What follows belongs to an exercise in optimizing a design on an open flow for small area, a short achievable clock period and few clock cycles per item; a production flow would make more cautious choices.
RTL that was checked went through simulation tests only; none was proved equivalent to the original.
Power is estimated from default activity; no workload was simulated.

== violet ==
// mac_pipe
module mac_pipe (
  input  logic               clk,
  input  logic               rst,
  input  logic               in_valid,
  output logic               in_ready,
  input  logic               in_first,
  input  logic               in_last,
  input  logic [71:0]        kernel_in,
  input  logic [71:0]        map_in,
  input  logic signed [31:0] bias,
  input  logic [4:0]         shift,
  output logic               out_valid,
  input  logic               out_ready,
  output logic signed [7:0]  mac_out
);
  logic take;
  assign take = in_valid && in_ready;
  logic pp1;
  logic pp2;
  logic pp3;
  logic pp4;
  logic pp5;
  logic pp6;
  logic pp7;
  logic pp8;
  logic pp9;
  logic pp10;
  logic pp11;
  logic pp12;
  logic pp13;
  logic pp14;
  logic pp15;
  logic pp16;
  logic pp17;
  logic pp18;
  logic pp19;
  logic pp20;
  logic pp21;
  logic pp22;
  logic pp23;
  logic pp24;
  logic pp25;
  logic pp26;
  logic pp27;
  logic pp28;
  logic pp29;
  logic pp30;
  logic pp31;
  logic pp32;
  logic pp33;
  logic pp34;
  logic pp35;
  logic pp36;
  logic pp37;
  logic pp38;
  logic pp39;
  logic pp40;
  logic pp41;
  logic pp42;
  logic pp43;
  logic pp44;
  logic pp45;
  logic pp46;
  logic pp47;
  logic pp48;
  logic pp49;
  logic pp50;
  logic pp51;
  logic pp52;
  logic pp53;
  logic pp54;
  logic pp55;
  logic pp56;
  logic pp57;
  logic pp58;
  logic pp59;
  logic pp60;
  logic pp61;
  logic pp62;
  logic pp63;
  logic pp64;
  logic pp65;
  logic pp66;
  logic pp67;
  logic pp68;
  logic pp69;
  logic pp70;
  logic pp71;
  logic pp72;
  logic pp73;
  logic pp74;
  logic pp75;
  logic pp76;
  logic pp77;
  logic pp78;
  logic pp79;
  logic pp80;
  logic pp81;
  logic pp82;
  logic pp83;
  logic pp84;
  logic pp85;
  logic pp86;
  logic pp87;
  logic pp88;
  logic pp89;
  logic pp90;
  logic pp91;
  logic pp92;
  logic pp93;
  logic pp94;
  logic pp95;
  logic pp96;
  logic pp97;
  logic pp98;
  logic pp99;
  logic pp100;
  logic pp101;
  logic pp102;
  logic pp103;
  logic pp104;
  logic pp105;
  logic pp106;
  logic pp107;
  ...
For scale: ~200 I/O pins, about 28000 µm² of cells after synthesis.
clock: 7.5 ns
lec_check: 0
abc_area: 1
cap_margin: 20
core_margin: 2
core_utilization: 60
setup_slack_margin: 4.0
slew_margin: 20
standard.sh (not shown) runs the stock make flow with config.mk's settings and CLKGATE_MAP_FILE= SYNTH_SCRIPT=/design/flow/synth_recipe.tcl, a recipe that flattens the netlist after the stock synthesis.
==> flow/flow/run.sh <==
#!/bin/bash
# Layout flow: the standard flow with two changes.
#  1. After the standard synthesis, flow/polarity.py re-chooses which full
#     adders work on complemented signals, so fewer inverters sit between
#     adders (registers and all other cells are left as synthesis made them).
#  2. Ports are buffered with sky130_fd_sc_hd__buf_1 instead of the default
#     pick; timing repair still resizes them as needed.
# Each tool's output goes to a log file of its own in this folder.
set -euo pipefail
R=orfs/results/${FLOW_PLATFORM:-sky130hd}/mac_pipe/base
bash standard.sh "$(pwd)/$R/1_2_yosys.v" > synth.log 2>&1
cp "$R/1_2_yosys.v" 1_2_yosys.standard.v
python3 flow/polarity.py 1_2_yosys.standard.v "$R/1_2_yosys.v" > polarity.log 2>&1
BUFFER_PORTS_ARGS="-buffer_cell sky130_fd_sc_hd__buf_1" bash standard.sh finish > layout.log 2>&1
Other scripts of this flow, unchanged in this note and not shown: flow/flow/polarity.py
violet closes out successfully: all stages finished, all timing, DRC and antenna checks passed.
Testbench counts of violet, summed over its fixed seeds: cycles 7,044, items 7,012.
[inputs] maple vs violet
- a change of SETUP_SLACK_MARGIN from 4.0 to 4.3
- a change of CORE_UTILIZATION from 60 to 40
[summary]
Min portion of total power attributed to combinational logic across violet and maple: violet. Hold slack delta for maple relative to violet: 0.0082 ns lower. maple vs violet — total area of multi-input combinational cells rose 970 µm². Taking violet as the reference, in maple count of clock-buffer cells in the layout went up about 33%, power in combinational cells now sits higher, first-pass GRT wire length grew by 5.5%, total setup violations reported at the end of the flow flat.
Input-level comparison between quartz and maple:
- SETUP_SLACK_MARGIN now 3.7, was 4.3
- CORE_UTILIZATION now 60, was 40
Findings:
- Taking maple over quartz, the via density per instance ratio works out to 0.898.
- On clock tree skew after final layout, maple and quartz are neck and neck.
- Taking maple as 1.0, quartz lands at 0.67 on die footprint.
- Between quartz and maple, it is quartz whose met3 track demand over resource is higher, by 1.8 points.
- Diff quartz..maple | power drawn by the sequential cells | negligible
- Clock-buffer cell count (quartz vs. maple) decreases by a little under 10%
- Against maple, quartz comes in 3.5 points higher on share of cell area taken by multi-input logic gates.
- Taking maple as the reference point, the count of TritonRoute iterations in the first routing pass of quartz falls by 1.
- quartz vs. maple: aggregate routed wire length shrank by 6600 µm, remaining antenna violation count held steady.

mac_pipe, a different RTL version from the one above (not shown whole).
Size in the first run: roughly 3,100 cells after synthesis, about 590 flip-flops, roughly 200 I/O pins, roughly 35,000 µm² of cells after synthesis.
clock: 7.5 ns
lec_check: 0
cap_margin: 20
core_margin: 2
core_utilization: 40
setup_slack_margin: 4.5
slew_margin: 20
run.sh (not shown) runs the stock make flow with config.mk's settings and CLKGATE_MAP_FILE= SYNTH_SCRIPT=/design/flow/synth_recipe.tcl, a recipe that flattens the netlist after the stock synthesis.
Stock flow here: none of the scripts above is used.
The starting point finished clean.
Then changed:
SETUP_SLACK_MARGIN = default   (was 4.5)
What happened:
- setup slack gets worse by 0.87 ns
- first-iteration DRC count shrinks by about 7.5%
- count of clock-buffer cells in the layout shrinks by 3
- maximum frequency shrinks by about 20%
- clock power shrinks by 7.8%
- hold slack gets better by 0.0064 ns
- via count shrinks by about 4%
- die area stays the same
- non-clock buffer count shrinks by 126
- core utilization shrinks by 3.4 points
- flip-flop and latch count stays the same
Then changed:
ABC_CLOCK_PERIOD_IN_PS = 3000   (was default)
SETUP_SLACK_MARGIN = 4.0   (was default)
Die area does not change.
Power came out higher by 2.3%.
First-iteration DRC count is higher by about 5%.
Via count is higher by 2.1%.
Function was not checked in any run of this note: the RTL went through the layout flow alone.

mac_pipe again, from the RTL that the note above started with.
export LEC_CHECK = 0
export ABC_CLOCK_PERIOD_IN_PS = 3000
export CAP_MARGIN = 20
export CORE_MARGIN = 2
export CORE_UTILIZATION = 40
export SLEW_MARGIN = 20
create_clock -name core_clock -period 7.5 [get_ports {clk}]
The first run completed with no timing, DRC or antenna violations.
==> next run, changes <==
ABC_AREA = 1   (was not set)
ABC_CLOCK_PERIOD_IN_PS = not set   (was 3000)
SETUP_SLACK_MARGIN = 4.0   (was not set)
Result:
- count of clock-buffer cells in the layout climbs by 9
- worst setup slack gets better by 0.85 ns
- sequential power climbs by a few percent
- fmax climbs by a quarter to a third
- critical path depth drops by 8
No functional check of the RTL was part of any run of this note.

Setup of the baseline:
RTL: one of the versions met above, not the one the previous note started from.
Size in the first run: about 200 I/O pins, roughly 28000 um2 of cells after synthesis.
## mac_pipe
module mac_pipe (
  input  logic               clk,
  input  logic               rst,
  input  logic               in_valid,
  output logic               in_ready,
  input  logic               in_first,
  input  logic               in_last,
  input  logic [71:0]        kernel_in,
  input  logic [71:0]        map_in,
  input  logic signed [31:0] bias,
  input  logic [4:0]         shift,
  output logic               out_valid,
  input  logic               out_ready,
  output logic signed [7:0]  mac_out
);
  logic take;
  assign take = in_valid && in_ready;
  logic pp1;
  logic pp2;
  logic pp3;
  logic pp4;
  logic pp5;
  logic pp6;
  logic pp7;
  logic pp8;
  logic pp9;
  logic pp10;
  logic pp11;
  logic pp12;
  logic pp13;
  logic pp14;
  logic pp15;
  logic pp16;
  logic pp17;
  logic pp18;
  logic pp19;
  logic pp20;
  logic pp21;
  logic pp22;
  logic pp23;
  logic pp24;
  logic pp25;
  logic pp26;
  logic pp27;
  logic pp28;
  logic pp29;
  logic pp30;
  logic pp31;
  logic pp32;
  ...
clock: 7.5 ns
lec_check: 0
abc_area: 1
cap_margin: 20
core_margin: 2
core_utilization: 70
place_density: 0.78
setup_slack_margin: 4.0
slew_margin: 20
standard.sh (not shown) runs the stock make flow with config.mk's settings and CLKGATE_MAP_FILE= SYNTH_SCRIPT=/design/flow/synth_recipe.tcl, a recipe that flattens the netlist after the stock synthesis.
Scripts as last shown in full above: flow/flow/run.sh
Other scripts of this flow, unchanged in this note and not shown: flow/flow/polarity.py
Testbench counts of the baseline, summed over its fixed seeds: cycles 7,044, items 7,012.
> inputs changed (the baseline -> the candidate)
- PLACE_DENSITY no longer set, was 0.78
- CORE_UTILIZATION now 60, was 70
- ABC_AREA no longer set, was 1
--- outcome ---
On sequential power, the baseline tracks the candidate almost exactly. Per the comparison of the candidate with the baseline, worst slew slack as a fraction of its limit dropped 1.8 points; fraction of power spent switching nets dropped 2.8 points; tap cell count climbed 75; summed instance area of the synthesized netlist dropped about 1.6%. When the final numbers for the candidate and the baseline were put side by side, the cell area turned out to be smaller in the baseline. The baseline has a higher via count than the candidate. Changes observed in the candidate relative to the baseline: final cycle utilization of the critical path stayed essentially flat, portion of total power attributed to combinational logic decreased by 2.2 points relative to the old numbers, met1 usage now smaller, clock network power moved up.

Another version of the RTL of mac_pipe (not shown whole).
Size: about 2900 cells after synthesis.
export LEC_CHECK = 0
export ABC_AREA = 1
export CAP_MARGIN = 20
export CORE_MARGIN = 2
export CORE_UTILIZATION = 60
export SETUP_SLACK_MARGIN = 4.0
export SLEW_MARGIN = 20
create_clock -name core_clock -period 7.5 [get_ports {clk}]
Scripts as last shown in full above: flow/flow/run.sh
Other scripts of this flow, unchanged in this note and not shown: flow/flow/polarity.py
The first run went through all stages and came out clean.
Testbench counts at the start, summed over its fixed seeds: cycles 7,044, items 7,012.
Then changed:
- CTS_CLUSTER_DIAMETER: not set -> 80
- CTS_CLUSTER_SIZE: not set -> 30
=> Clock power fell by 38%; synthesized area is unchanged; count of clock-buffer cells in the layout went down by 26; via count shrinks by 1.2%; combinational power is about the same; cell area falls by 2.4%; global-route usage drops by 0.73 points.

afterwards: timing with drivers on the ports:
How much do the figures lean on ideal ports? The routed layouts below were timed once more, with nothing changed but the port constraints.
Step 1 assumes that a clkbuf_16 drives the clock port and a buf_2 every other input.
Step 2 times the ports against the registers' clock, not the clock port: input delays grow and output delays shrink by t, the midpoint of the rising clock arrivals with the driver on.
Slacks: no drivers / after step 1 / after step 2; pairs: no drivers / after step 1.
| run | t (ns) | slack for setup (ns) | clock arrival spread, ns | worst register clock-pin slew, ns |
|---|---|---|---|---|
| violet | 0.635 | 3.993 / 3.979 / 3.344 | 0.027 / 0.027 | 0.07 / 0.07 |
| maple | 0.609 | 4.008 / 3.987 / 3.378 | 0.030 / 0.030 | 0.07 / 0.07 |
| quartz | 0.608 | 3.685 / 3.654 / 3.046 | 0.031 / 0.032 | 0.07 / 0.07 |
| the first run of note 2 | 0.682 | 4.124 / 4.124 / 4.006 | 0.034 / 0.034 | 0.06 / 0.06 |
| the second run of note 2 | 0.683 | 3.251 / 3.251 / 3.251 | 0.028 / 0.028 | 0.06 / 0.06 |
| the third run of note 2 | 0.678 | 3.920 / 3.920 / 3.632 | 0.025 / 0.025 | 0.06 / 0.06 |
| the first run of note 3 | 0.683 | 3.251 / 3.251 / 3.251 | 0.028 / 0.028 | 0.06 / 0.06 |
| the second run of note 3 | 0.699 | 4.100 / 4.029 / 3.620 | 0.023 / 0.024 | 0.06 / 0.06 |
| the baseline | 0.642 | 3.973 / 3.973 / 3.331 | 0.020 / 0.020 | 0.07 / 0.07 |
| the candidate | 0.621 | 3.983 / 4.010 / 3.390 | 0.021 / 0.021 | 0.07 / 0.07 |
| the first run of note 5 | 0.599 | 4.026 / 4.026 / 3.486 | 0.023 / 0.023 | 0.07 / 0.07 |
| the second run of note 5 | 0.609 | 4.029 / 4.029 / 3.465 | 0.047 / 0.047 | 0.11 / 0.11 |
After both steps every run listed still meets setup and hold. For violet, which loses most, drivers alone change the setup slack by -0.014 ns; drivers and shift together by -0.649 ns.
